Source: an optimization exercise on an open RTL-to-GDS flow (aim: small area). Production flows keep margins and buffers that such runs may drop. The RTL was checked by simulation tests, not by an equivalence proof against the original design.

==> flow/design.v (outline; a module is shown in full before it is edited, if it fits) <==
// module operand_select: 44 lines
// module int_alu: 101 lines
// module branch_resolve: 70 lines
// module ex_mac: 2161 lines
// module ex_fa: 10 lines
// module ex_ha: 9 lines
// module completion_buffer: 99 lines
// module ex_rd8: 7 lines
// module ex_control: 49 lines
// module ex_stage: 127 lines
module ex_stage (
	input  logic                clock,
	input  logic                rst_n,
	input  logic                issue_valid,
	input  logic [209:0]        issue_pkt,
	output logic                issue_credit,
	output logic                complete_valid,
	output logic [37:0]         complete,
	input  logic                bus_credit,
	output logic                branch_valid,
	output logic [39:0]         branch
);
  // ...
==> flow/flow/run.sh <==
#!/bin/bash
# The standard layout, with plain buffers (not delay cells) on the ports.
set -euo pipefail
export BUFFER_PORTS_ARGS="-buffer_cell sky130_fd_sc_hd__buf_1"
bash standard.sh > standard.log 2>&1
==> flow/standard.sh <==
#!/bin/bash
# synth_recipe.tcl (not shown) runs the flow's synth.tcl, then flattens the netlist and writes it again
# the make line also repeats each setting of config.mk as NAME=value (left out here)
make -C /OpenROAD-flow-scripts/flow DESIGN_CONFIG=/design/flow/config.mk WORK_HOME=/design/flow/orfs CLKGATE_MAP_FILE= SYNTH_SCRIPT=/design/flow/synth_recipe.tcl "${@:-finish}"
==> flow/config.mk <==
export PLATFORM = sky130hd
export DESIGN_NAME = ex_stage
export DESIGN_NICKNAME = ex_stage
export VERILOG_FILES = /design/flow/design.v
export SDC_FILE = /design/flow/constraint.sdc
export NUM_CORES = 4
export LEC_CHECK = 0
export ABC_AREA = 1
export CAP_MARGIN = 20
export CORE_MARGIN = 2
export CORE_UTILIZATION = 55
export CTS_BUF_LIST = sky130_fd_sc_hd__clkbuf_8
export CTS_CLUSTER_DIAMETER = 45
export CTS_CLUSTER_SIZE = 18
export GPL_ROUTABILITY_DRIVEN = 0
export SLEW_MARGIN = 20
export SYNTH_HIERARCHICAL = 1
==> flow/constraint.sdc <==
create_clock -name core_clock -period 10.0 [get_ports {clock}]
set_input_delay 2.0000 -clock core_clock [delete_from_list [all_inputs] [get_ports {clock}]]
set_output_delay 2.0000 -clock core_clock [all_outputs]
set_load 0.01 [all_outputs]
==> qor.txt, run 1 <==
F_max = 0.103 GHz
Commonest cells in the netlist = nand2_1, inv_1, xor2_1
Min-delay worst type = reg -> reg
Complex-gate fraction of the synthesized area = 0.104
Gr busiest metal = met2
Avg Vias per Cell = 5.91
Slowest cell on crit path = fa_1
CP required = 10.37 ns
Final setup viols = 0
Total Wirelength = 187,000 µm
Multi-input combinational area share = 0.613
Final Hold Fails = 0
Grt total ovfl = 0
HPWL after DPL = 143,000 µm
RR Startpoint = u_completion_buffer.rd_ptr[0]
WL met1 = 70,700 µm
Layout Nets = 7,228
Top cell by count, worst path = nand2_1
Met2 global-route usage = 0.629
Clock buffer depth = 3
Biggest regs = u_completion_buffer.mem x304, branch_q x40, predicted_target_q x32
Post-synthesis adder-cell area fraction = 0.254
Met3 usage = 0.0671
I/O pin total = 295
Starting density of the core = 0.556
Count leader, synth = nand2_1
Worst-margin pin slew = 1.18 ns
# rows = 109
DIE AREA = 0.0918 mm²
CTS resizes = 0
Fin. max-slew vios = 0
Seq area share = 0.226
Outcome = finished clean
==> module int_alu, before the edit <==
module int_alu (
	input  logic [ex_pkg::XLEN-1:0] opa,       
	input  logic [ex_pkg::XLEN-1:0] opb,
	input  logic [ex_pkg::XLEN-1:0] rs2,
	input  logic [3:0]              func,
	output logic [63:0]             p,          
	output logic [ex_pkg::XLEN-1:0] logic_out   
);
	localparam int ND = 17;
	logic [32:0]   ma;
	logic [ND-1:0] one;
	logic [ND-1:0] two;
	logic [ND-1:0] neg;
	logic [ND-2:0] two_m;
	logic [ND-2:0] neg_m;
	logic [32:0]   ma1;
	logic [1:0]    mc;
	logic          mcin;
	logic [4:0]    shamt;
	logic [35:0]   mb;
	logic          is_mult;
	logic          is_shift;
	logic          a_signed;
	logic          b_signed;
	logic          arith;
	logic          negate;
	logic          c_ext;
	assign shamt    = opb[4:0];
	assign is_mult  = func[3] && (func[2] != func[1]);
	assign is_shift = (func == 4'd7) || (func == 4'd8) || (func == 4'd9);
	assign a_signed = (func == 4'd10) || (func == 4'd11) || (func == 4'd12)
		|| (func == 4'd9) || (func == 4'd5);
	assign b_signed = (func == 4'd10) || (func == 4'd11);
	assign ma = {a_signed & opa[31], opa};
	assign arith  = (func == 4'd0) || (func == 4'd1) || (func == 4'd5) || (func == 4'd6);
	assign negate = (func == 4'd1) || (func == 4'd5) || (func == 4'd6);
	assign c_ext  = (func == 4'd5) & opb[31];
	assign ma1    = arith ? ({{3{c_ext}}, opb[31:2]} ^ {33{negate}}) : ma;
	assign mc     = arith ? (opb[1:0] ^ {2{negate}}) : 2'b0;
	assign mcin   = negate;
	logic [ND-1:0] sh_one;
	logic [ND-1:0] sh_two;
	always_comb begin
		for (int i = 0; i < ND; i++) begin
			if (func == 4'd7) begin
				sh_one[i] = (shamt == 5'(2*i)) || (shamt == 5'(2*i-1));
				sh_two[i] = shamt == 5'(2*i+1);
			end else begin
				sh_one[i] = (shamt == 5'(32-2*i)) || (shamt == 5'(33-2*i));
				sh_two[i] = shamt == 5'(31-2*i);
			end
		end
		if (func == 4'd7) begin
			sh_one[0] = shamt == 5'd0;
			sh_one[16] = shamt == 5'd31;
			sh_two[16] = 1'b0;
		end else begin
			sh_one[0] = 1'b0;
			sh_one[16] = (shamt == 5'd0) || (shamt == 5'd1);
			sh_two[16] = 1'b0;
		end
	end
	assign mb = {{4{b_signed & rs2[31]}}, rs2};
	always_comb begin
		for (int i = 0; i < ND; i++) begin
			if (is_mult) begin
				one[i] = mb[2*i] ^ ((i > 0) ? mb[2*i-1] : 1'b0);
				two[i] = (mb[2*i+1] & !mb[2*i] & !((i > 0) ? mb[2*i-1] : 1'b0))
					| (!mb[2*i+1] & mb[2*i] & ((i > 0) ? mb[2*i-1] : 1'b0));
				neg[i] = mb[2*i+1];
			end else if (is_shift) begin
				one[i] = sh_one[i];
				two[i] = sh_two[i];
				neg[i] = sh_two[i];
			end else begin
				one[i] = arith && (i <= 1);
				two[i] = 1'b0;
				neg[i] = 1'b0;
			end
		end
	end
	assign two_m = two[ND-2:0];
	assign neg_m = neg[ND-2:0];
	ex_mac u_mac (
		.a   (ma),
		.a1  (ma1),
		.one (one),
		.two (two_m),
		.neg (neg_m),
		.c   (mc),
		.cin (mcin),
		.p   (p)
	);
	always_comb begin
		case (func)
			4'd2:    logic_out = opa & opb;
			4'd3:    logic_out = opa | opb;
			default: logic_out = opa ^ opb;
		endcase
	end
endmodule
==> module ex_stage, before the edit <==
module ex_stage (
	input  logic                clock,
	input  logic                rst_n,
	input  logic                issue_valid,
	input  logic [209:0]        issue_pkt,
	output logic                issue_credit,
	output logic                complete_valid,
	output logic [37:0]         complete,
	input  logic                bus_credit,
	output logic                branch_valid,
	output logic [39:0]         branch
);
	ex_pkg::issue_pkt_t      pkt;
	ex_pkg::result_t         head;
	assign pkt      = issue_pkt;
	assign complete = head;
	logic [ex_pkg::XLEN-1:0] opa;
	logic [ex_pkg::XLEN-1:0] opb;
	logic [63:0]             prod;
	logic [ex_pkg::XLEN-1:0] logic_out;
	logic                    is_mult;
	ex_pkg::result_t         result;
	ex_pkg::branch_rec_t     branch_next;
	logic [2:0]              issue_slot;
	logic                    wr_a;
	logic [2:0]              slot_a;
	logic                    wr_b;
	logic [2:0]              slot_b;
	logic                    pop;
	logic                    head_valid;
	assign is_mult = pkt.alu_func[3] && (pkt.alu_func[2] != pkt.alu_func[1]);
	operand_select u_operand_select (
		.issue_pkt (pkt),
		.is_mult   (is_mult),
		.opa       (opa),
		.opb       (opb)
	);
	int_alu u_int_alu (
		.opa     (opa),
		.opb     (opb),
		.rs2     (pkt.rs2_value),
		.func    (pkt.alu_func),
		.p         (prod),
		.logic_out (logic_out)
	);
	logic [3:0]              func;
	logic                    alu_op;
	logic                    res_lo;
	logic                    res_hi;
	logic                    res_slt;
	logic [ex_pkg::XLEN-1:0] res_early;
	assign func    = pkt.alu_func;
	assign alu_op  = (func <= 4'd9) && !pkt.uncond_branch;
	assign res_lo  = (func == 4'd10) || (alu_op && ((func == 4'd0) || (func == 4'd1) || (func == 4'd7)));
	assign res_hi  = (func == 4'd11) || (func == 4'd12) || (func == 4'd13)
		|| (alu_op && ((func == 4'd8) || (func == 4'd9)));
	assign res_slt = alu_op && ((func == 4'd5) || (func == 4'd6));
	always_comb begin
		if ((func <= 4'd9) && pkt.uncond_branch) begin
			res_early = pkt.npc;
		end else if (alu_op && ((func == 4'd2) || (func == 4'd3) || (func == 4'd4))) begin
			res_early = logic_out;
		end else begin
			res_early = '0;
		end
	end
	assign result.tag   = pkt.tag;
	assign result.value = ({32{res_lo}} & prod[31:0]) | ({32{res_hi}} & prod[63:32])
		| res_early | {31'b0, res_slt & prod[33]};
	branch_resolve u_branch_resolve (
		.issue_pkt  (pkt),
		.p          (prod),
		.logic_out  (logic_out),
		.branch     (branch_next)
	);
	ex_control u_ex_control (
		.clock          (clock),
		.rst_n          (rst_n),
		.issue_valid    (issue_valid),
		.issue_is_mult  (is_mult),
		.issue_slot     (issue_slot),
		.head_valid     (head_valid),
		.bus_credit     (bus_credit),
		.wr_a           (wr_a),
		.slot_a         (slot_a),
		.wr_b           (wr_b),
		.slot_b         (slot_b),
		.pop            (pop),
		.issue_credit   (issue_credit),
		.complete_valid (complete_valid)
	);
	completion_buffer u_completion_buffer (
		.clock      (clock),
		.rst_n      (rst_n),
		.wr         (issue_valid),
		.wr_data    (result),
		.wr_slot    (issue_slot),
		.wr_a       (wr_a),
		.slot_a     (slot_a),
		.wr_b       (wr_b),
		.slot_b     (slot_b),
		.pop        (pop),
		.head_valid (head_valid),
		.head       (head)
	);
	always_ff @(posedge clock or negedge rst_n) begin
		if (!rst_n) begin
			branch_valid <= 1'b0;
		end else begin
			branch_valid <= issue_valid && (pkt.cond_branch || pkt.uncond_branch);
		end
	end
	ex_pkg::branch_rec_t     branch_q;
	logic                    jump_q;
	logic [ex_pkg::XLEN-1:0] predicted_target_q;
	always_ff @(posedge clock) begin
		branch_q           <= branch_next;
		jump_q             <= pkt.uncond_branch;
		predicted_target_q <= pkt.predicted_target;
	end
	always_comb begin
		branch = branch_q;
		if (jump_q) begin
			branch[32] = branch_q.target != predicted_target_q;
		end
	end
endmodule
==> run 2: changes to the inputs <==
--- a/flow/design.v
+++ b/flow/design.v
@@ -168,73 +168,83 @@
 			default: opb = '0;
 		endcase
 	end
 endmodule
 module int_alu (
 	input  logic [ex_pkg::XLEN-1:0] opa,       
 	input  logic [ex_pkg::XLEN-1:0] opb,
 	input  logic [ex_pkg::XLEN-1:0] rs2,
+	input  logic [2:0]              opb_sel,
+	input  logic [31:0]             inst,
 	input  logic [3:0]              func,
 	output logic [63:0]             p,          
 	output logic [ex_pkg::XLEN-1:0] logic_out   
 );
 	localparam int ND = 17;
 	logic [32:0]   ma;
 	logic [ND-1:0] one;
 	logic [ND-1:0] two;
 	logic [ND-1:0] neg;
 	logic [ND-2:0] two_m;
 	logic [ND-2:0] neg_m;
 	logic [32:0]   ma1;
 	logic [1:0]    mc;
 	logic          mcin;
-	logic [4:0]    shamt;
 	logic [35:0]   mb;
 	logic          is_mult;
 	logic          is_shift;
 	logic          a_signed;
 	logic          b_signed;
 	logic          arith;
 	logic          negate;
 	logic          c_ext;
-	assign shamt    = opb[4:0];
 	assign is_mult  = func[3] && (func[2] != func[1]);
 	assign is_shift = (func == 4'd7) || (func == 4'd8) || (func == 4'd9);
 	assign a_signed = (func == 4'd10) || (func == 4'd11) || (func == 4'd12)
 		|| (func == 4'd9) || (func == 4'd5);
 	assign b_signed = (func == 4'd10) || (func == 4'd11);
 	assign ma = {a_signed & opa[31], opa};
 	assign arith  = (func == 4'd0) || (func == 4'd1) || (func == 4'd5) || (func == 4'd6);
 	assign negate = (func == 4'd1) || (func == 4'd5) || (func == 4'd6);
 	assign c_ext  = (func == 4'd5) & opb[31];
 	assign ma1    = arith ? ({{3{c_ext}}, opb[31:2]} ^ {33{negate}}) : ma;
 	assign mc     = arith ? (opb[1:0] ^ {2{negate}}) : 2'b0;
 	assign mcin   = negate;
 	logic [ND-1:0] sh_one;
 	logic [ND-1:0] sh_two;
+	logic [16:0]   hdec;     
+	logic          sh_l;
+	logic          g_rs2;
+	logic          g_i;
+	logic          g_s;
+	logic          g_z;
+	assign g_rs2 = opb_sel == 3'd0;
+	assign g_i   = (opb_sel == 3'd1) || (opb_sel == 3'd5);
+	assign g_s   = (opb_sel == 3'd2) || (opb_sel == 3'd3);
+	assign g_z   = !(g_rs2 || g_i || g_s);
+	assign sh_l  = (g_rs2 && rs2[0]) || ((opb_sel == 3'd1) && inst[20])
+		|| ((opb_sel == 3'd2) && inst[7]);
+	always_comb begin
+		hdec = '0;
+		for (int k = 0; k < 16; k++) begin
+			hdec[k] = (g_rs2 && (rs2[4:1] == 4'(k))) || (g_i && (inst[24:21] == 4'(k)))
+				|| (g_s && (inst[11:8] == 4'(k))) || (g_z && (k == 0));
+		end
+	end
 	always_comb begin
 		for (int i = 0; i < ND; i++) begin
 			if (func == 4'd7) begin
-				sh_one[i] = (shamt == 5'(2*i)) || (shamt == 5'(2*i-1));
-				sh_two[i] = shamt == 5'(2*i+1);
+				sh_one[i] = (hdec[i] && !sh_l) || ((i > 0) && hdec[(i > 0) ? i - 1 : 0] && sh_l);
+				sh_two[i] = hdec[i] && sh_l;
 			end else begin
-				sh_one[i] = (shamt == 5'(32-2*i)) || (shamt == 5'(33-2*i));
-				sh_two[i] = shamt == 5'(31-2*i);
+				sh_one[i] = (i > 0) && hdec[16 - i];
+				sh_two[i] = (i < 16) && hdec[(i < 16) ? 15 - i : 0] && sh_l;
 			end
 		end
-		if (func == 4'd7) begin
-			sh_one[0] = shamt == 5'd0;
-			sh_one[16] = shamt == 5'd31;
-			sh_two[16] = 1'b0;
-		end else begin
-			sh_one[0] = 1'b0;
-			sh_one[16] = (shamt == 5'd0) || (shamt == 5'd1);
-			sh_two[16] = 1'b0;
-		end
 	end
 	assign mb = {{4{b_signed & rs2[31]}}, rs2};
 	always_comb begin
 		for (int i = 0; i < ND; i++) begin
 			if (is_mult) begin
 				one[i] = mb[2*i] ^ ((i > 0) ? mb[2*i-1] : 1'b0);
 				two[i] = (mb[2*i+1] & !mb[2*i] & !((i > 0) ? mb[2*i-1] : 1'b0))
 					| (!mb[2*i+1] & mb[2*i] & ((i > 0) ? mb[2*i-1] : 1'b0));
@@ -970,27 +980,29 @@
 	ex_fa u_fa12 (.x(pp0_32), .y(pp1_30), .z(pp2_28), .s(fs12), .c(fc12));
 	wire fs13, fc13;
 	ex_fa u_fa13 (.x(pp3_26), .y(pp4_24), .z(pp5_22), .s(fs13), .c(fc13));
 	wire fs14, fc14;
 	ex_fa u_fa14 (.x(pp6_20), .y(pp7_18), .z(pp8_16), .s(fs14), .c(fc14));
 	wire fs15, fc15;
 	ex_fa u_fa15 (.x(pp9_14), .y(pp10_12), .z(pp11_10), .s(fs15), .c(fc15));
 	wire fs16, fc16;
-	ex_fa u_fa16 (.x(1'b1), .y(pp0_33), .z(pp1_31), .s(fs16), .c(fc16));
+	assign fs16 = !(pp0_33 ^ pp1_31);
+	assign fc16 = pp0_33 | pp1_31;
 	wire fs17, fc17;
 	ex_fa u_fa17 (.x(pp2_29), .y(pp3_27), .z(pp4_25), .s(fs17), .c(fc17));
 	wire fs18, fc18;
 	ex_fa u_fa18 (.x(pp5_23), .y(pp6_21), .z(pp7_19), .s(fs18), .c(fc18));
 	wire fs19, fc19;
 	ex_fa u_fa19 (.x(pp8_17), .y(pp9_15), .z(pp10_13), .s(fs19), .c(fc19));
 	wire hs8, hc8;
 	ex_ha u_ha8 (.x(pp11_11), .y(pp12_9), .s(hs8), .c(hc8));
 	wire fs20, fc20;
-	ex_fa u_fa20 (.x(1'b1), .y(pp1_32), .z(pp2_30), .s(fs20), .c(fc20));
+	assign fs20 = !(pp1_32 ^ pp2_30);
+	assign fc20 = pp1_32 | pp2_30;
 	wire fs21, fc21;
 	ex_fa u_fa21 (.x(pp3_28), .y(pp4_26), .z(pp5_24), .s(fs21), .c(fc21));
 	wire fs22, fc22;
 	ex_fa u_fa22 (.x(pp6_22), .y(pp7_20), .z(pp8_18), .s(fs22), .c(fc22));
 	wire fs23, fc23;
 	ex_fa u_fa23 (.x(pp9_16), .y(pp10_14), .z(pp11_12), .s(fs23), .c(fc23));
 	wire hs9, hc9;
 	ex_ha u_ha9 (.x(pp12_10), .y(pp13_8), .s(hs9), .c(hc9));
@@ -998,47 +1010,51 @@
 	ex_fa u_fa24 (.x(pp1_33), .y(pp2_31), .z(pp3_29), .s(fs24), .c(fc24));
 	wire fs25, fc25;
 	ex_fa u_fa25 (.x(pp4_27), .y(pp5_25), .z(pp6_23), .s(fs25), .c(fc25));
 	wire fs26, fc26;
 	ex_fa u_fa26 (.x(pp7_21), .y(pp8_19), .z(pp9_17), .s(fs26), .c(fc26));
 	wire fs27, fc27;
 	ex_fa u_fa27 (.x(pp10_15), .y(pp11_13), .z(pp12_11), .s(fs27), .c(fc27));
 	wire fs28, fc28;
-	ex_fa u_fa28 (.x(1'b1), .y(pp2_32), .z(pp3_30), .s(fs28), .c(fc28));
+	assign fs28 = !(pp2_32 ^ pp3_30);
+	assign fc28 = pp2_32 | pp3_30;
 	wire fs29, fc29;
 	ex_fa u_fa29 (.x(pp4_28), .y(pp5_26), .z(pp6_24), .s(fs29), .c(fc29));
 	wire fs30, fc30;
 	ex_fa u_fa30 (.x(pp7_22), .y(pp8_20), .z(pp9_18), .s(fs30), .c(fc30));
 	wire hs10, hc10;
 	ex_ha u_ha10 (.x(pp10_16), .y(pp11_14), .s(hs10), .c(hc10));
 	wire fs31, fc31;
 	ex_fa u_fa31 (.x(pp2_33), .y(pp3_31), .z(pp4_29), .s(fs31), .c(fc31));
 	wire fs32, fc32;
 	ex_fa u_fa32 (.x(pp5_27), .y(pp6_25), .z(pp7_23), .s(fs32), .c(fc32));
 	wire fs33, fc33;
 	ex_fa u_fa33 (.x(pp8_21), .y(pp9_19), .z(pp10_17), .s(fs33), .c(fc33));
 	wire fs34, fc34;
-	ex_fa u_fa34 (.x(1'b1), .y(pp3_32), .z(pp4_30), .s(fs34), .c(fc34));
+	assign fs34 = !(pp3_32 ^ pp4_30);
+	assign fc34 = pp3_32 | pp4_30;
 	wire fs35, fc35;
 	ex_fa u_fa35 (.x(pp5_28), .y(pp6_26), .z(pp7_24), .s(fs35), .c(fc35));
 	wire hs11, hc11;
 	ex_ha u_ha11 (.x(pp8_22), .y(pp9_20), .s(hs11), .c(hc11));
 	wire fs36, fc36;
 	ex_fa u_fa36 (.x(pp3_33), .y(pp4_31), .z(pp5_29), .s(fs36), .c(fc36));
 	wire fs37, fc37;
 	ex_fa u_fa37 (.x(pp6_27), .y(pp7_25), .z(pp8_23), .s(fs37), .c(fc37));
 	wire fs38, fc38;
-	ex_fa u_fa38 (.x(1'b1), .y(pp4_32), .z(pp5_30), .s(fs38), .c(fc38));
+	assign fs38 = !(pp4_32 ^ pp5_30);
+	assign fc38 = pp4_32 | pp5_30;
 	wire hs12, hc12;
 	ex_ha u_ha12 (.x(pp6_28), .y(pp7_26), .s(hs12), .c(hc12));
 	wire fs39, fc39;
 	ex_fa u_fa39 (.x(pp4_33), .y(pp5_31), .z(pp6_29), .s(fs39), .c(fc39));
 	wire hs13, hc13;
-	ex_ha u_ha13 (.x(1'b1), .y(pp5_32), .s(hs13), .c(hc13));
+	assign hs13 = !pp5_32;
+	assign hc13 = pp5_32;
 	wire hs14, hc14;
 	ex_ha u_ha14 (.x(neg[8]), .y(pp0_16), .s(hs14), .c(hc14));
 	wire hs15, hc15;
 	ex_ha u_ha15 (.x(pp0_17), .y(pp1_15), .s(hs15), .c(hc15));
 	wire fs40, fc40;
 	ex_fa u_fa40 (.x(neg[9]), .y(pp0_18), .z(pp1_16), .s(fs40), .c(fc40));
 	wire hs16, hc16;
 	ex_ha u_ha16 (.x(pp2_14), .y(pp3_12), .s(hs16), .c(hc16));
@@ -1230,47 +1246,51 @@
 	ex_fa u_fa128 (.x(pp5_33), .y(pp6_31), .z(pp7_29), .s(fs128), .c(fc128));
 	wire fs129, fc129;
 	ex_fa u_fa129 (.x(pp8_27), .y(pp9_25), .z(pp10_23), .s(fs129), .c(fc129));
 	wire fs130, fc130;
 	ex_fa u_fa130 (.x(pp11_21), .y(pp12_19), .z(pp13_17), .s(fs130), .c(fc130));
 	wire fs131, fc131;
 	ex_fa u_fa131 (.x(pp14_15), .y(pp15_13), .z(pp16_11), .s(fs131), .c(fc131));
 	wire fs132, fc132;
-	ex_fa u_fa132 (.x(1'b1), .y(pp6_32), .z(pp7_30), .s(fs132), .c(fc132));
+	assign fs132 = !(pp6_32 ^ pp7_30);
+	assign fc132 = pp6_32 | pp7_30;
 	wire fs133, fc133;
 	ex_fa u_fa133 (.x(pp8_28), .y(pp9_26), .z(pp10_24), .s(fs133), .c(fc133));
 	wire fs134, fc134;
 	ex_fa u_fa134 (.x(pp11_22), .y(pp12_20), .z(pp13_18), .s(fs134), .c(fc134));
 	wire hs22, hc22;
 	ex_ha u_ha22 (.x(pp14_16), .y(pp15_14), .s(hs22), .c(hc22));
 	wire fs135, fc135;
 	ex_fa u_fa135 (.x(pp6_33), .y(pp7_31), .z(pp8_29), .s(fs135), .c(fc135));
 	wire fs136, fc136;
 	ex_fa u_fa136 (.x(pp9_27), .y(pp10_25), .z(pp11_23), .s(fs136), .c(fc136));
 	wire fs137, fc137;
 	ex_fa u_fa137 (.x(pp12_21), .y(pp13_19), .z(pp14_17), .s(fs137), .c(fc137));
 	wire fs138, fc138;
-	ex_fa u_fa138 (.x(1'b1), .y(pp7_32), .z(pp8_30), .s(fs138), .c(fc138));
+	assign fs138 = !(pp7_32 ^ pp8_30);
+	assign fc138 = pp7_32 | pp8_30;
 	wire fs139, fc139;
 	ex_fa u_fa139 (.x(pp9_28), .y(pp10_26), .z(pp11_24), .s(fs139), .c(fc139));
 	wire hs23, hc23;
 	ex_ha u_ha23 (.x(pp12_22), .y(pp13_20), .s(hs23), .c(hc23));
 	wire fs140, fc140;
 	ex_fa u_fa140 (.x(pp7_33), .y(pp8_31), .z(pp9_29), .s(fs140), .c(fc140));
 	wire fs141, fc141;
 	ex_fa u_fa141 (.x(pp10_27), .y(pp11_25), .z(pp12_23), .s(fs141), .c(fc141));
 	wire fs142, fc142;
-	ex_fa u_fa142 (.x(1'b1), .y(pp8_32), .z(pp9_30), .s(fs142), .c(fc142));
+	assign fs142 = !(pp8_32 ^ pp9_30);
+	assign fc142 = pp8_32 | pp9_30;
 	wire hs24, hc24;
 	ex_ha u_ha24 (.x(pp10_28), .y(pp11_26), .s(hs24), .c(hc24));
 	wire fs143, fc143;
 	ex_fa u_fa143 (.x(pp8_33), .y(pp9_31), .z(pp10_29), .s(fs143), .c(fc143));
 	wire hs25, hc25;
-	ex_ha u_ha25 (.x(1'b1), .y(pp9_32), .s(hs25), .c(hc25));
+	assign hs25 = !pp9_32;
+	assign hc25 = pp9_32;
 	wire hs26, hc26;
 	ex_ha u_ha26 (.x(neg[5]), .y(pp0_10), .s(hs26), .c(hc26));
 	wire hs27, hc27;
 	ex_ha u_ha27 (.x(pp0_11), .y(pp1_9), .s(hs27), .c(hc27));
 	wire fs144, fc144;
 	ex_fa u_fa144 (.x(neg[6]), .y(pp0_12), .z(pp1_10), .s(fs144), .c(fc144));
 	wire hs28, hc28;
 	ex_ha u_ha28 (.x(pp2_8), .y(pp3_6), .s(hs28), .c(hc28));
@@ -1502,33 +1522,36 @@
 	ex_fa u_fa254 (.x(pp16_18), .y(hs25), .z(fc143), .s(fs254), .c(fc254));
 	wire fs255, fc255;
 	ex_fa u_fa255 (.x(pp9_33), .y(pp10_31), .z(pp11_29), .s(fs255), .c(fc255));
 	wire fs256, fc256;
 	ex_fa u_fa256 (.x(pp12_27), .y(pp13_25), .z(pp14_23), .s(fs256), .c(fc256));
 	wire fs257, fc257;
 	ex_fa u_fa257 (.x(pp15_21), .y(pp16_19), .z(hc25), .s(fs257), .c(fc257));
 	wire fs258, fc258;
-	ex_fa u_fa258 (.x(1'b1), .y(pp10_32), .z(pp11_30), .s(fs258), .c(fc258));
+	assign fs258 = !(pp10_32 ^ pp11_30);
+	assign fc258 = pp10_32 | pp11_30;
 	wire fs259, fc259;
 	ex_fa u_fa259 (.x(pp12_28), .y(pp13_26), .z(pp14_24), .s(fs259), .c(fc259));
 	wire hs32, hc32;
 	ex_ha u_ha32 (.x(pp15_22), .y(pp16_20), .s(hs32), .c(hc32));
 	wire fs260, fc260;
 	ex_fa u_fa260 (.x(pp10_33), .y(pp11_31), .z(pp12_29), .s(fs260), .c(fc260));
 	wire fs261, fc261;
 	ex_fa u_fa261 (.x(pp13_27), .y(pp14_25), .z(pp15_23), .s(fs261), .c(fc261));
 	wire fs262, fc262;
-	ex_fa u_fa262 (.x(1'b1), .y(pp11_32), .z(pp12_30), .s(fs262), .c(fc262));
+	assign fs262 = !(pp11_32 ^ pp12_30);
+	assign fc262 = pp11_32 | pp12_30;
 	wire hs33, hc33;
 	ex_ha u_ha33 (.x(pp13_28), .y(pp14_26), .s(hs33), .c(hc33));
 	wire fs263, fc263;
 	ex_fa u_fa263 (.x(pp11_33), .y(pp12_31), .z(pp13_29), .s(fs263), .c(fc263));
 	wire hs34, hc34;
-	ex_ha u_ha34 (.x(1'b1), .y(pp12_32), .s(hs34), .c(hc34));
+	assign hs34 = !pp12_32;
+	assign hc34 = pp12_32;
 	wire hs35, hc35;
 	ex_ha u_ha35 (.x(neg[3]), .y(pp0_6), .s(hs35), .c(hc35));
 	wire hs36, hc36;
 	ex_ha u_ha36 (.x(pp0_7), .y(pp1_5), .s(hs36), .c(hc36));
 	wire fs264, fc264;
 	ex_fa u_fa264 (.x(neg[4]), .y(pp0_8), .z(pp1_6), .s(fs264), .c(fc264));
 	wire hs37, hc37;
 	ex_ha u_ha37 (.x(pp2_4), .y(pp3_2), .s(hs37), .c(hc37));
@@ -1724,23 +1747,25 @@
 	ex_fa u_fa358 (.x(pp13_30), .y(pp14_28), .z(pp15_26), .s(fs358), .c(fc358));
 	wire fs359, fc359;
 	ex_fa u_fa359 (.x(pp16_24), .y(hs34), .z(fc263), .s(fs359), .c(fc359));
 	wire fs360, fc360;
 	ex_fa u_fa360 (.x(pp12_33), .y(pp13_31), .z(pp14_29), .s(fs360), .c(fc360));
 	wire fs361, fc361;
 	ex_fa u_fa361 (.x(pp15_27), .y(pp16_25), .z(hc34), .s(fs361), .c(fc361));
 	wire fs362, fc362;
-	ex_fa u_fa362 (.x(1'b1), .y(pp13_32), .z(pp14_30), .s(fs362), .c(fc362));
+	assign fs362 = !(pp13_32 ^ pp14_30);
+	assign fc362 = pp13_32 | pp14_30;
 	wire hs39, hc39;
 	ex_ha u_ha39 (.x(pp15_28), .y(pp16_26), .s(hs39), .c(hc39));
 	wire fs363, fc363;
 	ex_fa u_fa363 (.x(pp13_33), .y(pp14_31), .z(pp15_29), .s(fs363), .c(fc363));
 	wire hs40, hc40;
-	ex_ha u_ha40 (.x(1'b1), .y(pp14_32), .s(hs40), .c(hc40));
+	assign hs40 = !pp14_32;
+	assign hc40 = pp14_32;
 	wire hs41, hc41;
 	ex_ha u_ha41 (.x(c[0]), .y(cin), .s(hs41), .c(hc41));
 	wire hs42, hc42;
 	ex_ha u_ha42 (.x(neg[2]), .y(pp0_4), .s(hs42), .c(hc42));
 	wire hs43, hc43;
 	ex_ha u_ha43 (.x(pp0_5), .y(pp1_3), .s(hs43), .c(hc43));
 	wire fs364, fc364;
 	ex_fa u_fa364 (.x(pp1_4), .y(pp2_2), .z(pp3_0), .s(fs364), .c(fc364));
@@ -1850,17 +1875,18 @@
 	ex_fa u_fa416 (.x(hs39), .y(fc360), .z(fs362), .s(fs416), .c(fc416));
 	wire fs417, fc417;
 	ex_fa u_fa417 (.x(pp16_27), .y(hc39), .z(fc362), .s(fs417), .c(fc417));
 	wire fs418, fc418;
 	ex_fa u_fa418 (.x(pp15_30), .y(pp16_28), .z(hs40), .s(fs418), .c(fc418));
 	wire fs419, fc419;
 	ex_fa u_fa419 (.x(pp14_33), .y(pp15_31), .z(pp16_29), .s(fs419), .c(fc419));
 	wire hs44, hc44;
-	ex_ha u_ha44 (.x(1'b1), .y(pp15_32), .s(hs44), .c(hc44));
+	assign hs44 = !pp15_32;
+	assign hc44 = pp15_32;
 	wire hs45, hc45;
 	ex_ha u_ha45 (.x(neg[0]), .y(hs41), .s(hs45), .c(hc45));
 	wire fs420, fc420;
 	ex_fa u_fa420 (.x(c[1]), .y(hc41), .z(pp0_1), .s(fs420), .c(fc420));
 	wire fs421, fc421;
 	ex_fa u_fa421 (.x(neg[1]), .y(pp0_2), .z(pp1_0), .s(fs421), .c(fc421));
 	wire hs46, hc46;
 	ex_ha u_ha46 (.x(pp0_3), .y(pp1_1), .s(hs46), .c(hc46));
@@ -2711,16 +2737,18 @@
 		.is_mult   (is_mult),
 		.opa       (opa),
 		.opb       (opb)
 	);
 	int_alu u_int_alu (
 		.opa     (opa),
 		.opb     (opb),
 		.rs2     (pkt.rs2_value),
+		.opb_sel (pkt.opb_sel),
+		.inst    (pkt.inst),
 		.func    (pkt.alu_func),
 		.p         (prod),
 		.logic_out (logic_out)
 	);
 	logic [3:0]              func;
 	logic                    alu_op;
 	logic                    res_lo;
 	logic                    res_hi;
==> run 2 against run 1 <==
  * Die area increased by 0.95%
  * Hold slack gained 0.013 ns
  * Final cell count up 2.6%
==> qor.txt, run 2 <==
Outcome = finished clean (unchanged)
Post-synthesis mux area share = 0 (unchanged)
CP peak stage delay = 0.68 ns (was 0.57 ns)
Area growth from synthesis to layout = 8.48% (was 9.52%)
Reg2Reg Depth = 14 (unchanged)
Min-delay worst type = reg -> reg (unchanged)
Worst R2R End = u_completion_buffer.busy[7] (was u_completion_buffer.busy[6])
DIE AREA = 0.0927 mm² (was 0.0918 mm²)
Period utilisation layout = 0.969 (was 0.968)
Biggest regs = u_completion_buffer.mem x304, branch_q x40, predicted_target_q x32 (unchanged)
Clk root buf = clkbuf_8 (unchanged)
Die Height = 304 µm (was 303 µm)
Hold_buf cts = 0 (unchanged)
Crit Path Category = in -> reg (unchanged)
Complex-gate fraction of the synthesized area = 0.104 (about the same)
Cell Area, Synth = 0.0497 mm² (was 0.0492 mm²)
H-tree lvl count = 1 (unchanged)
Gr usage total = 0.411 (was 0.403)
TritonCTS Sinks = 437 (unchanged)
Critical path launch point type = input pin (unchanged)
RR Startpoint = u_completion_buffer.rd_ptr[0] (unchanged)
Post-synth ARST share = 0.0549 (unchanged)
Register Area = 0.0122 mm² (unchanged)
Total number of vias = 45.6k (was 44.3k)
Yosys top cell area share = 0.198 (was 0.200)
Maxcap violations = 0 (unchanged)
Overall die width = 304 µm (was 303 µm)
Main combinational cell family by area after synthesis = adder cells (unchanged)
Final min period = 9.69 ns (was 9.68 ns)
Worst Hold End = u_ex_control.mul_s[8] (was u_ex_control.mul_s[7])
Largest net degree at the start of global routing = 106 (was 104)
Drt drc = 0 (unchanged)
TritonRoute pass-1 iters = 8 (was 6)
Initial antenna violation count = 6 (was 3)
Crit. End Element = register (unchanged)
Area of the core = 0.0897 mm² (was 0.0885 mm²)
Worst-path clk slew = 0.11 ns (was 0.12 ns)
Final setup viols = 0 (unchanged)
Dpl ws = -0.0623 ns (was -0.230 ns)
Syn avg cell area = 7.98 µm² (was 8.10 µm²)
Most frequent cells in the layout = nand2_1, inv_1, xor2_1 (unchanged)
Critical path arrival = 10.10 ns (was 10.06 ns)
CTS resizes = 0 (unchanged)
Worst-margin pin slew = 1.08 ns (was 1.18 ns)
Setup TNS = 0 ns (unchanged)
CTS tree = done (unchanged)
Final Hold Fails = 0 (unchanged)
Gate Count Post-Synth = 6,221 (was 6,069)
Slowest cell on crit path = fa_1 (unchanged)
Commonest cells in the netlist = nand2_1, inv_1, xor2_1 (unchanged)
Slew HR = 0.273 (was 0.210)
Register-to-Register Setup Slack = 7.29 ns (was 7.36 ns)
Seq/Total Area, Yosys = 0.245 (was 0.247)
Top cells by area, synth = edfxtp_1, fa_1, nand2_1, xor2_1, o22ai_1 (unchanged)
Total Wirelength = 194,000 µm (was 187,000 µm)
I/O pin total = 295 (unchanged)
Vias in the first global route = 43.0k (was 41.4k)
CP required = 10.41 ns (was 10.37 ns)
Number of synthesized flops with an enable pin = 328 (unchanged)
Clock skew = 0.0319 ns (was 0.0357 ns)
Fill cells = 8,410 (was 8,213)
Avg Vias per Cell = 5.93 (was 5.91)
Fin. max-slew vios = 0 (unchanged)
Leading area contributor after synthesis = edfxtp_1 (unchanged)
Unrepaired setup endpoints after global routing = false
Simple logic cell fraction of the synthesized area = 0.206 (was 0.203)
Min-delay src = u_ex_control.mul_s[5] (was u_ex_control.mul_s[4])
Routed wire per std cell = 25.2 µm (was 24.9 µm)
Post-synthesis adder-cell area fraction = 0.250 (was 0.254)
Synth warn = 14 (unchanged)
Layout Nets = 7,409 (was 7,228)
First-pass GRT wire length = 281,000 µm (was 271,000 µm)
Grt total ovfl = 0 (unchanged)
Hold depth = 0 (unchanged)
Commonest non-fill, non-tap cell in the layout = nand2_1 (unchanged)
Clock buffer depth = 3 (unchanged)
HPWL after DPL = 149,000 µm (was 143,000 µm)
# Post-CTS Setup Buffers = 0 (unchanged)
XOR/XNOR share of the synthesized area = 0.103 (was 0.104)
Count leader, synth = nand2_1 (unchanged)
Clock latency on the worst-skew pair = 0.63 ns (about the same)
CP Max Fanout = 16 (was 19)
Yosys reg bits = 437 (unchanged)
Most flops, register = u_completion_buffer.mem (unchanged)
Count of different cell masters after synthesis = 51 (was 52)
F_max = 0.103 GHz (about the same)
Share of layout cells above drive strength 1 = 0.0802 (was 0.0817)
Starting density of the core = 0.553 (was 0.556)
Max FFs per register = 304 (unchanged)
PortBufs = 287 (unchanged)
# rows = 110 (was 109)
Setup ws final = 0.314 ns (was 0.318 ns)
Post-route ant nets = 0 (unchanged)
Main flop type after synthesis = edfxtp_1 (unchanged)
Footprint of the multi-input gates = 0.0331 mm² (was 0.0330 mm²)
Total CTS buffers = 29 (unchanged)
Iteration-0 DRC Markers = 5,561 (was 5,109)
run 2: cell types whose count changed after synthesis, sizes merged, moves of 18 or more:
| cell | delta |
|---|---|
| inv | +59 |
| nor2 | +56 |
| nand2 | +28 |
| nand3 | -20 |
| o21ai | +18 |
run 2: worst max-delay path by stage:
stage                                           endpoint  depth (start not counted)           start  slack, ns
after floorplan            u_completion_buffer.mem[0][0]                         33  issue_pkt[143]       1.32
after global placement    u_completion_buffer.mem[7][25]                         34   issue_pkt[42]       0.03
after detailed placement  u_completion_buffer.mem[5][25]                         35   issue_pkt[42]      -0.06
after CTS                 u_completion_buffer.mem[7][25]                         36   issue_pkt[42]       0.59
after global routing       u_completion_buffer.mem[0][1]                         35   issue_pkt[42]      0.006
final                      u_completion_buffer.mem[7][1]                         35   issue_pkt[42]       0.31
run 2: Yosys stat by module (local to each module, per instance):
module	cells	area (µm²)
operand_select	341	1360
ex_control	52	576
ex_ha	1	12.5
ex_rd8	15	56.3
branch_resolve	411	2210
ex_fa	1	20.0
completion_buffer	555	11300
ex_stage	607	3800
ex_mac	2204	13000
int_alu	859	4410
run 2: cells by family after synthesis:
family                     after synthesis
AOI/OAI and AO/OA                      857
and+or+nand+nor                       2541
adders and majority gates              710
xor gates and xnor gates               582
DFF                                    437
buffers and inverters                 1094
run 2: per-stage QoR:
| step | area, µm² | hold WS, ns | utilization | cells |
|---|---|---|---|---|
| after global routing | 53900 | 0.355 | 0.600 | 7684 |
| final | 53900 | 0.336 | 0.600 | 7688 |
| after CTS | 53900 | 0.334 | 0.600 | 7683 |
| after detailed placement | 53300 | 0.313 | 0.594 | 7630 |
| after floorplan | 49700 | 0.310 | - | 6221 |
| after global placement | 53300 | 0.310 | 0.594 | 7629 |
run 2: area by class of cell:
type / count / share of cell area
diodes: 5 / 0.000232
clock buffers: 29 / 0.00741
clock inverters: 24 / 0.00251
inverters: 682 / 0.0475
multi-input cells: 4690 / 0.614
flip-flops and latches: 437 / 0.226
well taps: 1176 / 0.0273
repair buffers: 645 / 0.0751
run 2: critical path: cells and delay by family:
kind                     cells  cell delay (ns)
buffers and inverters        9             1.70
AO/OA/AOI/OAI                4             0.53
XOR/XNOR                     2             0.43
AND/OR/NAND/NOR             12             1.89
adder cells (fa/ha/maj)      8             3.51
run 2: metal layers:
layer  wire length [µm]  vias to the layer above  global-route usage
met4              14800                        6               0.261
met2              84200                     2742               0.633
met3              20000                      618              0.0751
met1              74500                    21700               0.535
li1                   -                    20600                   -
met5                 44                        -                   0
==> run 3: changes to the inputs <==
==> flow/flow/run.sh (replaced) <==
#!/bin/bash
# The standard layout, with plain buffers (not delay cells) on the ports;
# timing-driven placement only steers placement, its trial buffering is
# not kept.
set -euo pipefail
export BUFFER_PORTS_ARGS="-buffer_cell sky130_fd_sc_hd__buf_1"
export GPL_KEEP_OVERFLOW=0
bash standard.sh > standard.log 2>&1
--- a/flow/config.mk
+++ b/flow/config.mk
@@ -14,4 +14,5 @@
 export CTS_CLUSTER_SIZE = 18
 export GPL_ROUTABILITY_DRIVEN = 0
+export SETUP_SLACK_MARGIN = 0.1
 export SLEW_MARGIN = 20
 export SYNTH_HIERARCHICAL = 1
==> run 3 against run 2 <==
  * Still clean on timing, DRC and antenna
  * Final cell count fell by 2.9%
  * Critical path depth fell by 5
  * Final area down 0.91%
  * Global-route usage rose by 0.51 points
  * First-iteration DRC count is 5.0% lower
  * Clock skew increased by 0.0054 ns
  * Register-to-register slack better by 0.02 ns
==> qor.txt, run 3 <==
F_max = 0.102 GHz (was 0.103 GHz)
Seq/Total Area, Yosys = 0.245 (unchanged)
Maxcap violations = 0 (unchanged)
Total number of vias = 45.1k (was 45.6k)
Largest net degree at the start of global routing = 56 (was 106)
Unrepaired setup endpoints after global routing = true (was false)
TritonRoute pass-1 iters = 7 (was 8)
Clock latency on the worst-skew pair = 0.66 ns (was 0.63 ns)
Main flop type after synthesis = edfxtp_1 (unchanged)
Area of the core = 0.0897 mm² (unchanged)
Area growth from synthesis to layout = 7.49% (was 8.48%)
Final Hold Fails = 0 (unchanged)
Yosys reg bits = 437 (unchanged)
Most flops, register = u_completion_buffer.mem (unchanged)
Period utilisation layout = 0.978 (was 0.969)
Clock skew = 0.0372 ns (was 0.0319 ns)
Min-delay worst type = reg -> reg (unchanged)
Post-route ant nets = 0 (unchanged)
Layout Nets = 7,183 (was 7,409)
Initial antenna violation count = 4 (was 6)
Yosys top cell area share = 0.198 (unchanged)
Crit. End Element = register (unchanged)
Outcome = finished clean (unchanged)
Cell Area, Synth = 0.0497 mm² (unchanged)
Post-synth ARST share = 0.0549 (unchanged)
Syn avg cell area = 7.98 µm² (unchanged)
Clock buffer depth = 3 (unchanged)
Dpl ws = -2.84 ns (was -0.0623 ns)
Leading area contributor after synthesis = edfxtp_1 (unchanged)
PortBufs = 287 (unchanged)
Setup TNS = 0 ns (unchanged)
Setup ws final = 0.222 ns (was 0.314 ns)
HPWL after DPL = 145,000 µm (was 149,000 µm)
WHS = 0.337 ns (was 0.336 ns)
Commonest cells in the netlist = nand2_1, inv_1, xor2_1 (unchanged)
Drt drc = 0 (unchanged)
# rows = 110 (unchanged)
Total Wirelength = 195,000 µm (was 194,000 µm)
Critical path arrival = 10.19 ns (was 10.10 ns)
Gate Count Post-Synth = 6,221 (unchanged)
Synth warn = 14 (unchanged)
CP Max Fanout = 34 (was 16)
Crit Path Category = in -> reg (unchanged)
Clk root buf = clkbuf_8 (unchanged)
Avg Vias per Cell = 6.04 (was 5.93)
TritonCTS Sinks = 437 (unchanged)
Worst-path clk slew = 0.11 ns (about the same)
Iteration-0 DRC Markers = 5,283 (was 5,561)
Critical path launch point type = input pin (unchanged)
Grt total ovfl = 0 (unchanged)
CP peak stage delay = 0.64 ns (was 0.68 ns)
Share of layout cells above drive strength 1 = 0.0662 (was 0.0802)
CTS tree = done (unchanged)
CP required = 10.41 ns (about the same)
Worst-margin pin slew = 1.14 ns (was 1.08 ns)
Biggest regs = u_completion_buffer.mem x304, branch_q x40, predicted_target_q x32 (unchanged)
Count leader, synth = nand2_1 (unchanged)
Slew HR = 0.234 (was 0.273)
Die Height = 304 µm (unchanged)
Slowest cell on crit path = nand2_4 (was fa_1)
Fin. max-slew vios = 0 (unchanged)
Commonest non-fill, non-tap cell in the layout = nand2_1 (unchanged)
Most frequent cells in the layout = nand2_1, inv_1, xor2_1 (unchanged)
Gr usage total = 0.416 (was 0.411)
DIE AREA = 0.0927 mm² (unchanged)
Overall die width = 304 µm (unchanged)
H-tree lvl count = 1 (unchanged)
Vias in the first global route = 42.8k (was 43.0k)
Routed wire per std cell = 26.2 µm (was 25.2 µm)
Top cells by area, synth = edfxtp_1, fa_1, nand2_1, xor2_1, o22ai_1 (unchanged)
First-pass GRT wire length = 286,000 µm (was 281,000 µm)
Count of different cell masters after synthesis = 51 (unchanged)
Number of synthesized flops with an enable pin = 328 (unchanged)
Final setup viols = 0 (unchanged)
Max FFs per register = 304 (unchanged)
I/O pin total = 295 (unchanged)
Starting density of the core = 0.553 (unchanged)
Final min period = 9.78 ns (was 9.69 ns)
Total CTS buffers = 31 (was 29)
[run 3: cell count changes in the layout (fill, tap and decap cells not counted), moves of 9 or more]
cell / change
buf_1: -14
buf_12: +9
buf_16: +26
buf_4: -280
buf_6: +10
inv_1: -69
inv_2: +36
inv_4: +24
nand2_1: -17
nand2_4: +18
nor2_4: +11
[run 3: worst paths after layout]
path	endpoint	start	cells past startpoint	slack [ns]
max	u_completion_buffer.mem[0][6]	issue_pkt[42]	30	0.22
min	u_ex_control.mul_s[6]	u_ex_control.mul_s[3]	0	0.34
max reg2reg	u_completion_buffer.busy[7]	u_completion_buffer.rd_ptr[0]	14	7.31
min reg2reg	u_ex_control.mul_s[6]	u_ex_control.mul_s[3]	0	0.34
max in group asynchronous	u_ex_control.mul_v[1]	rst_n	1	8.25
min in group asynchronous	u_completion_buffer.busy[4]	rst_n	1	1.34
[run 3: kinds of logic after synthesis]
family / after synthesis / synth area share
AND/OR/NAND/NOR: 2541 / 0.206
buffers and inverters: 1094 / 0.0918
AO/OA/AOI/OAI: 857 / 0.104
adder cells (fa/ha/maj): 710 / 0.250
XOR/XNOR: 582 / 0.103
flip-flops: 437 / 0.245
[run 3: modules after synthesis (local to each module, per instance)]
module,flops+latches,times used
ex_control,19,1
ex_ha,0,106
ex_fa,0,471
completion_buffer,344,1
ex_mac,0,1
branch_resolve,0,1
operand_select,0,1
ex_rd8,0,41
int_alu,0,1
ex_stage,74,1
[run 3: routing by layer]
| layer | track usage | wire length, µm |
|---|---|---|
| met5 | 0 | 21 |
| met4 | 0.251 | 15100 |
| met3 | 0.0996 | 21600 |
| met1 | 0.533 | 74400 |
| met2 | 0.639 | 84300 |
[run 3: worst max-delay path, delay by kind of cell]
kind	cells	cell delay, ns
xor gates and xnor gates	1	0.60
and+or+nand+nor	13	3.01
adders and majority gates	6	3.03
AOI/OAI and AO/OA	3	0.28
buffers and inverters	7	1.18
[run 3: cell type report]
cell class              instances  area (µm²)
diodes                          6        15.0
clock buffers                  32         440
clock inverters                25         146
fillers                      8330       36400
inverters                     682        2660
multi-input cells            4694       33500
flip-flops and latches        437       12200
well taps                    1176        1470
repair buffers                410        2980
repair inverters                3        21.3
[run 3: metrics by stage]
stage	cells	area [µm²]	util
3_3_place_gp	7272	50200	0.560
4_1_cts	7443	53000	0.591
6_report	7465	53400	0.595
3_5_place_dp	7366	52100	0.581
2_1_floorplan	6221	49700	-
5_1_grt	7460	53400	0.595
[run 3: timing repair]
| item | in CTS | in global routing |
|---|---|---|
| setup buffers | 13 | 15 |
| cloned | 7 | 0 |
| hold buffers | 0 | 0 |
| pin swaps | 3 | 8 |
| endpoints found under the setup margin | 288 | 279 |
| hold endpoints to repair | 0 | 0 |
| gates resized for setup | 45 | 78 |
==> run 4: changes to the inputs <==
--- a/flow/config.mk
+++ b/flow/config.mk
@@ -9,5 +9,5 @@
 export CAP_MARGIN = 20
 export CORE_MARGIN = 2
-export CORE_UTILIZATION = 55
+export CORE_UTILIZATION = 61
 export CTS_BUF_LIST = sky130_fd_sc_hd__clkbuf_8
 export CTS_CLUSTER_DIAMETER = 45
==> run 4 against run 3 <==
  * Final cell count is 1.5% lower
  * Count of clock-buffer cells in the layout down 3
  * Synthesized cell count unchanged
  * Final area down 0.53%
  * Synthesized area stayed put
  * Critical endpoint is now u_completion_buffer.mem[1][6]
  * Largest cell class unchanged
==> qor.txt, run 4 <==
Outcome = finished clean (unchanged)
Layout Nets = 7,194 (was 7,183)
Clock buffer depth = 3 (unchanged)
Gate Count Post-Synth = 6,221 (unchanged)
Yosys top cell area share = 0.198 (unchanged)
Most frequent cells in the layout = nand2_1, inv_1, xor2_1 (unchanged)
Vias in the first global route = 42.9k (was 42.8k)
CTS tree = done (unchanged)
First-pass GRT wire length = 271,000 µm (was 286,000 µm)
Worst-path clk slew = 0.10 ns (was 0.11 ns)
Count of different cell masters after synthesis = 51 (unchanged)
Grt total ovfl = 0 (unchanged)
Top cell by count, worst path = nand2_1
Routed wire per std cell = 25.2 µm (was 26.2 µm)
Overall die width = 289 µm (was 304 µm)
Worst R2R End = u_completion_buffer.busy[3] (was u_completion_buffer.busy[7])
Count leader, synth = nand2_1 (unchanged)
Post-synthesis mux area share = 0 (unchanged)
Initial antenna violation count = 10 (was 4)
Synth warn = 14 (unchanged)
WHS = 0.337 ns (about the same)
Share of layout cells above drive strength 1 = 0.0669 (was 0.0662)
Leading area contributor after synthesis = edfxtp_1 (unchanged)
Period utilisation layout = 0.975 (was 0.978)
Critical path launch point type = input pin (unchanged)
Die Height = 289 µm (was 304 µm)
I/O pin total = 295 (unchanged)
Main flop type after synthesis = edfxtp_1 (unchanged)
Critical path arrival = 10.12 ns (was 10.19 ns)
Cell Area, Synth = 0.0497 mm² (unchanged)
Crit. End Element = register (unchanged)
Unrepaired setup endpoints after global routing = false (was true)
CP Max Fanout = 30 (was 34)
Main combinational cell family by area after synthesis = adder cells (unchanged)
Total Wirelength = 185,000 µm (was 195,000 µm)
HPWL after DPL = 136,000 µm (was 145,000 µm)
Final setup viols = 0 (unchanged)
Yosys reg bits = 437 (unchanged)
Reg2Reg Depth = 13 (was 14)
Register-to-Register Setup Slack = 7.35 ns (was 7.31 ns)
Max FFs per register = 304 (unchanged)
Avg Vias per Cell = 6.22 (was 6.04)
Hold_buf cts = 0 (unchanged)
Drt drc = 0 (unchanged)
Commonest cells in the netlist = nand2_1, inv_1, xor2_1 (unchanged)
Fill cells = 7,030 (was 8,330)
Biggest regs = u_completion_buffer.mem x304, branch_q x40, predicted_target_q x32 (unchanged)
Area growth from synthesis to layout = 6.91% (was 7.49%)
Min-delay worst type = reg -> reg (unchanged)
Total CTS buffers = 29 (was 31)
Total number of vias = 45.7k (was 45.1k)
CP peak stage delay = 0.62 ns (was 0.64 ns)
Clock latency on the worst-skew pair = 0.61 ns (was 0.66 ns)
H-tree lvl count = 1 (unchanged)
Final Hold Fails = 0 (unchanged)
Starting density of the core = 0.617 (was 0.553)
F_max = 0.103 GHz (was 0.102 GHz)
Largest net degree at the start of global routing = 61 (was 56)
Clk root buf = clkbuf_8 (unchanged)
# rows = 104 (was 110)
Post-synthesis adder-cell area fraction = 0.250 (unchanged)
Final Core Density = 0.659 (was 0.595)
RR Startpoint = u_completion_buffer.rd_ptr[0] (unchanged)
Crit path to = u_completion_buffer.mem[1][6] (was u_completion_buffer.mem[0][6])
Clock skew = 0.0182 ns (was 0.0372 ns)
XOR/XNOR share of the synthesized area = 0.103 (unchanged)
Gr usage total = 0.438 (was 0.416)
Most flops, register = u_completion_buffer.mem (unchanged)
Placed Cells = 7,236 (was 7,366)
Seq/Total Area, Yosys = 0.245 (unchanged)
Commonest non-fill, non-tap cell in the layout = nand2_1 (unchanged)
Fin. max-slew vios = 0 (unchanged)
TritonRoute pass-1 iters = 7 (unchanged)
TritonCTS Sinks = 437 (unchanged)
Crit Path Category = in -> reg (unchanged)
DIE AREA = 0.0837 mm² (was 0.0927 mm²)
Iteration-0 DRC Markers = 5,636 (was 5,283)
PortBufs = 287 (unchanged)
Post-route ant nets = 0 (unchanged)
Slowest cell on crit path = inv_2 (was nand2_4)
Top cells by area, synth = edfxtp_1, fa_1, nand2_1, xor2_1, o22ai_1 (unchanged)
Worst Setup SP = issue_pkt[38] (was issue_pkt[42])
Simple logic cell fraction of the synthesized area = 0.206 (unchanged)
Fin cells = 7,356 (was 7,465)
Final min period = 9.75 ns (was 9.78 ns)
Maxcap violations = 0 (unchanged)
Post-synth ARST share = 0.0549 (unchanged)
Syn avg cell area = 7.98 µm² (unchanged)
CP required = 10.36 ns (was 10.41 ns)
Setup TNS = 0 ns (unchanged)
Worst-margin pin slew = 1.10 ns (was 1.14 ns)
Area of the core = 0.0805 mm² (was 0.0897 mm²)
Number of synthesized flops with an enable pin = 328 (unchanged)
Slew HR = 0.261 (was 0.234)
Complex-gate fraction of the synthesized area = 0.104 (unchanged)
run 4: changes by cell type in the layout (fill, tap and decap cells not counted), sizes merged:
cell / previous run / this run
inv: 698 / 697
o21bai: 5 / 4
nand2: 1789 / 1790
clkinvlp: 6 / 9
diode: 6 / 4
a21oi: 100 / 102
clkinv: 5 / 4
buf: 404 / 410
run 4: final cells by class:
class	instances	area (µm²)	area share
Inverter	682	2660	0.0501
Clock buffer	29	399	0.00752
Antenna cell	4	10.0	0.000189
Multi-Input combinational cell	4696	33600	0.632
Timing Repair Buffer	419	2830	0.0534
Tap cell	1060	1330	0.0250
Timing Repair inverter	5	31.3	0.000589
Sequential cell	437	12200	0.229
Clock inverter	24	131	0.00247
run 4: worst min-delay path by stage:
| stage | start | endpoint | slack, ns | cells after the start |
|---|---|---|---|---|
| floorplan | u_ex_control.mul_s[0] | u_ex_control.mul_s[3] | 0.31 | 0 |
| global placement | u_ex_control.mul_s[5] | u_ex_control.mul_s[8] | 0.31 | 0 |
| detailed placement | u_ex_control.mul_s[1] | u_ex_control.mul_s[4] | 0.31 | 0 |
| CTS | u_ex_control.mul_s[4] | u_ex_control.mul_s[7] | 0.34 | 0 |
| global route | u_ex_control.mul_s[4] | u_ex_control.mul_s[7] | 0.35 | 0 |
| finish | u_ex_control.mul_s[4] | u_ex_control.mul_s[7] | 0.34 | 0 |
run 4: per-module statistics from Yosys (local to each module, per instance):
module	times used	flip-flops and latches
int_alu	1	0
ex_fa	471	0
ex_control	1	19
ex_ha	106	0
ex_rd8	41	0
branch_resolve	1	0
ex_mac	1	0
completion_buffer	1	344
operand_select	1	0
ex_stage	1	74
run 4: critical path: cells and delay by family:
kind / cells / cell delay [ns]
and+or+nand+nor: 14 / 2.31
buffers and inverters: 6 / 1.47
AOI/OAI and AO/OA: 3 / 0.44
adders and majority gates: 7 / 3.58
xor gates and xnor gates: 1 / 0.21
run 4: metal layers:
metal	wire length [µm]	global-route usage
met5	118	0.00682
met4	16700	0.313
met3	23900	0.115
met2	79200	0.666
met1	65400	0.540
run 4: through the flow:
step / worst slack, ns / instance area, µm²
after global routing: 0.0827 / 53100
after detailed placement: -2.84 / 51600
after CTS: 0.0808 / 52600
after floorplan: 1.32 / 49700
final: 0.247 / 53100
after global placement: -3.91 / 50100
run 4: cells by family after synthesis:
logic type	count (synthesis)
AOI/OAI and AO/OA	857
xor gates and xnor gates	582
adders and majority gates	710
buffers and inverters	1094
DFF	437
and+or+nand+nor	2541
run 4: what timing repair did:
item                       CTS  global route
resized for setup           52            82
buffers inserted            33            17
setup endpoints to repair  288           277
pin swaps                    3             8
cloned                       9             2
==> run 5: changes to the inputs <==
--- a/flow/config.mk
+++ b/flow/config.mk
@@ -9,5 +9,5 @@
 export CAP_MARGIN = 20
 export CORE_MARGIN = 2
-export CORE_UTILIZATION = 61
+export CORE_UTILIZATION = 58
 export CTS_BUF_LIST = sky130_fd_sc_hd__clkbuf_8
 export CTS_CLUSTER_DIAMETER = 45
==> run 5 against run 4 <==
  * Final cell count increased by 0.88%
  * Sequential cell count unchanged
  * Global-route usage decreased by 0.66 points
  * Highest routed layer unchanged
==> qor.txt, run 5 <==
Outcome = finished clean (unchanged)
Routed wire per std cell = 25.8 µm (was 25.2 µm)
Post-route ant nets = 0 (unchanged)
Grt total ovfl = 0 (unchanged)
Avg Vias per Cell = 6.13 (was 6.22)
Gr usage total = 0.431 (was 0.438)
Min-delay src = u_ex_control.mul_v[1] (was u_ex_control.mul_s[4])
Commonest non-fill, non-tap cell in the layout = nand2_1 (unchanged)
CP peak stage delay = 0.58 ns (was 0.62 ns)
Top cells by area, synth = edfxtp_1, fa_1, nand2_1, xor2_1, o22ai_1 (unchanged)
Gate Count Post-Synth = 6,221 (unchanged)
Worst R2R End = u_completion_buffer.busy[7] (was u_completion_buffer.busy[3])
Unrepaired setup endpoints after global routing = false (unchanged)
Biggest regs = u_completion_buffer.mem x304, branch_q x40, predicted_target_q x32 (unchanged)
Dpl ws = -2.27 ns (was -2.84 ns)
CP required = 10.30 ns (was 10.36 ns)
Hold depth = 0 (unchanged)
Main flop type after synthesis = edfxtp_1 (unchanged)
Setup TNS = 0 ns (unchanged)
Clock buffer depth = 3 (unchanged)
WHS = 0.336 ns (was 0.337 ns)
Cell Area, Synth = 0.0497 mm² (unchanged)
Worst Setup SP = issue_pkt[41] (was issue_pkt[38])
Most flops, register = u_completion_buffer.mem (unchanged)
Number of synthesized flops with an enable pin = 328 (unchanged)
Drt drc = 0 (unchanged)
Worst Hold End = u_ex_control.mul_v[2] (was u_ex_control.mul_s[7])
Register-to-Register Setup Slack = 7.34 ns (was 7.35 ns)
Yosys top cell area share = 0.198 (unchanged)
Synth warn = 14 (unchanged)
Min-delay worst type = reg -> reg (unchanged)
Count leader, synth = nand2_1 (unchanged)
# rows = 107 (was 104)
Overall die width = 297 µm (was 289 µm)
F_max = 0.102 GHz (was 0.103 GHz)
Crit. End Element = register (unchanged)
Clock skew = 0.0324 ns (was 0.0182 ns)
Critical path launch point type = input pin (unchanged)
Fin. max-slew vios = 0 (unchanged)
Starting density of the core = 0.584 (was 0.617)
Final setup viols = 0 (unchanged)
Max FFs per register = 304 (unchanged)
Worst-margin pin slew = 1.10 ns (about the same)
TritonCTS Sinks = 437 (unchanged)
Clock latency on the worst-skew pair = 0.64 ns (was 0.61 ns)
Period utilisation layout = 0.976 (was 0.975)
Worst-path clk slew = 0.12 ns (was 0.10 ns)
Slowest cell on crit path = xor2_1 (was inv_2)
Post-synth ARST share = 0.0549 (unchanged)
Leading area contributor after synthesis = edfxtp_1 (unchanged)
Largest net degree at the start of global routing = 55 (was 61)
TritonRoute pass-1 iters = 6 (was 7)
H-tree lvl count = 1 (unchanged)
Die Height = 297 µm (was 289 µm)
Final min period = 9.76 ns (was 9.75 ns)
Initial antenna violation count = 2 (was 10)
Total number of vias = 45.5k (was 45.7k)
Seq/Total Area, Yosys = 0.245 (unchanged)
Yosys reg bits = 437 (unchanged)
CTS tree = done (unchanged)
Commonest cells in the netlist = nand2_1, inv_1, xor2_1 (unchanged)
Area of the core = 0.0850 mm² (was 0.0805 mm²)
Clk root buf = clkbuf_8 (unchanged)
Slew HR = 0.262 (was 0.261)
CP Max Fanout = 26 (was 30)
Count of different cell masters after synthesis = 51 (unchanged)
RR Startpoint = u_completion_buffer.rd_ptr[0] (unchanged)
Most frequent cells in the layout = nand2_1, inv_1, xor2_1 (unchanged)
Layout Nets = 7,172 (was 7,194)
Final Hold Fails = 0 (unchanged)
HPWL after DPL = 142,000 µm (was 136,000 µm)
Reg2Reg Depth = 13 (unchanged)
Share of layout cells above drive strength 1 = 0.0622 (was 0.0669)
DIE AREA = 0.0880 mm² (was 0.0837 mm²)
Total CTS buffers = 30 (was 29)
Syn avg cell area = 7.98 µm² (unchanged)
Crit Path Category = in -> reg (unchanged)
PortBufs = 287 (unchanged)
Maxcap violations = 0 (unchanged)
Total Wirelength = 192,000 µm (was 185,000 µm)
Area growth from synthesis to layout = 7.06% (was 6.91%)
Iteration-0 DRC Markers = 5,125 (was 5,636)
Vias in the first global route = 43.3k (was 42.9k)
Top cell by count, worst path = nand2_1 (unchanged)
Setup ws final = 0.235 ns (was 0.247 ns)
Critical path arrival = 10.07 ns (was 10.12 ns)
First-pass GRT wire length = 278,000 µm (was 271,000 µm)
I/O pin total = 295 (unchanged)
run 5: cell counts after synthesis:
No cell type changed its count.
run 5: worst max-delay path by stage:
stage / to / slack (ns)
after global routing: u_completion_buffer.mem[3][0] / 0.08
final: u_completion_buffer.mem[1][17] / 0.24
after detailed placement: u_completion_buffer.mem[6][0] / -2.27
after floorplan: u_completion_buffer.mem[0][0] / 1.32
after global placement: u_completion_buffer.mem[2][0] / -4.14
after CTS: u_completion_buffer.mem[6][0] / 0.13
run 5: per-stage QoR:
step	instances	instance area, µm²	util
2_1_floorplan	6221	49700	-
6_report	7421	53200	0.625
5_1_grt	7417	53200	0.625
3_5_place_dp	7325	51900	0.611
3_3_place_gp	7240	50200	0.590
4_1_cts	7399	52800	0.621
run 5: per-layer routing:
| metal | up-vias | GRT usage | part of all wire |
|---|---|---|---|
| met2 | 3077 | 0.680 | 0.44 |
| met1 | 21500 | 0.529 | 0.36 |
| li1 | 20100 | - | - |
| met5 | - | 0 | 0.000078 |
| met4 | 2 | 0.301 | 0.087 |
| met3 | 831 | 0.0927 | 0.11 |
run 5: critical path: cells and delay by family:
| kind | cells | cell delay, ns |
|---|---|---|
| simple gates | 12 | 1.88 |
| buf+inv | 7 | 1.12 |
| xor+xnor | 1 | 0.58 |
| compound gates | 6 | 1.39 |
| fa+ha+maj | 7 | 3.07 |
run 5: cells by family after synthesis:
family,count (synthesis),synth area share
simple gates,2541,0.206
buf+inv,1094,0.0918
compound gates,857,0.104
fa+ha+maj,710,0.250
xor+xnor,582,0.103
flops,437,0.245
run 5: final cells by class:
cell class              instances  area [µm²]
diodes                          5        12.5
clock buffers                  32         440
clock inverters                24         141
fillers                      7587       31800
inverters                     682        2650
multi-input cells            4694       33500
flip-flops and latches        437       12200
well taps                    1144        1430
repair buffers                400        2840
repair inverters                3        21.3
run 5: Yosys stat by module (local to each module, per instance):
module,area (µm²),cells inside,times used
branch_resolve,2210,411,1
ex_stage,3800,607,1
ex_fa,20.0,1,471
operand_select,1360,341,1
completion_buffer,11300,555,1
ex_control,576,52,1
int_alu,4410,859,1
ex_mac,13000,2204,1
ex_rd8,56.3,15,41
ex_ha,12.5,1,106
run 5: what timing repair did:
item | in CTS | in global routing
gates resized for setup | 49 | 45
endpoints found under the setup margin | 288 | 274
setup buffers | 11 | 15
pin swaps | 4 | 4
cloned | 7 | 0
hold buffers | 0 | 0

re-timing with driven ports:
Ports are ideal in the flow. The routed layouts listed here were re-timed in OpenROAD.
Step 1 (the two cells are an assumption about what drives the block):
set clk [get_ports {clock}]
set_driving_cell -lib_cell sky130_fd_sc_hd__clkbuf_16 $clk
set_driving_cell -lib_cell sky130_fd_sc_hd__buf_2 [delete_from_list [all_inputs] $clk]
Step 2, shift: input delay + t, output delay - t, t = (earliest + latest rising clock arrival at the registers) / 2. This alone moves slack from input paths to output paths.
a / b / c = ideal ports / drivers / drivers and shift; a / b = the first two.
| run | t (ns) | setup WS [ns] | clock arrival spread, ns |
|---|---|---|---|
| run 1 | 0.664 | 0.318 / 0.343 / -0.321 | 0.036 / 0.036 |
| run 2 | 0.670 | 0.314 / 0.309 / -0.361 | 0.032 / 0.032 |
| run 3 | 0.700 | 0.222 / 0.229 / -0.470 | 0.037 / 0.037 |
| run 4 | 0.653 | 0.247 / 0.259 / -0.394 | 0.022 / 0.022 |
| run 5 | 0.671 | 0.235 / 0.252 / -0.419 | 0.032 / 0.032 |
Met with ideal ports but missed after step 2: setup timing in every run listed. The setup slack of run 3, which loses most, moves by +0.007 ns with the drivers and by -0.692 ns with both steps.
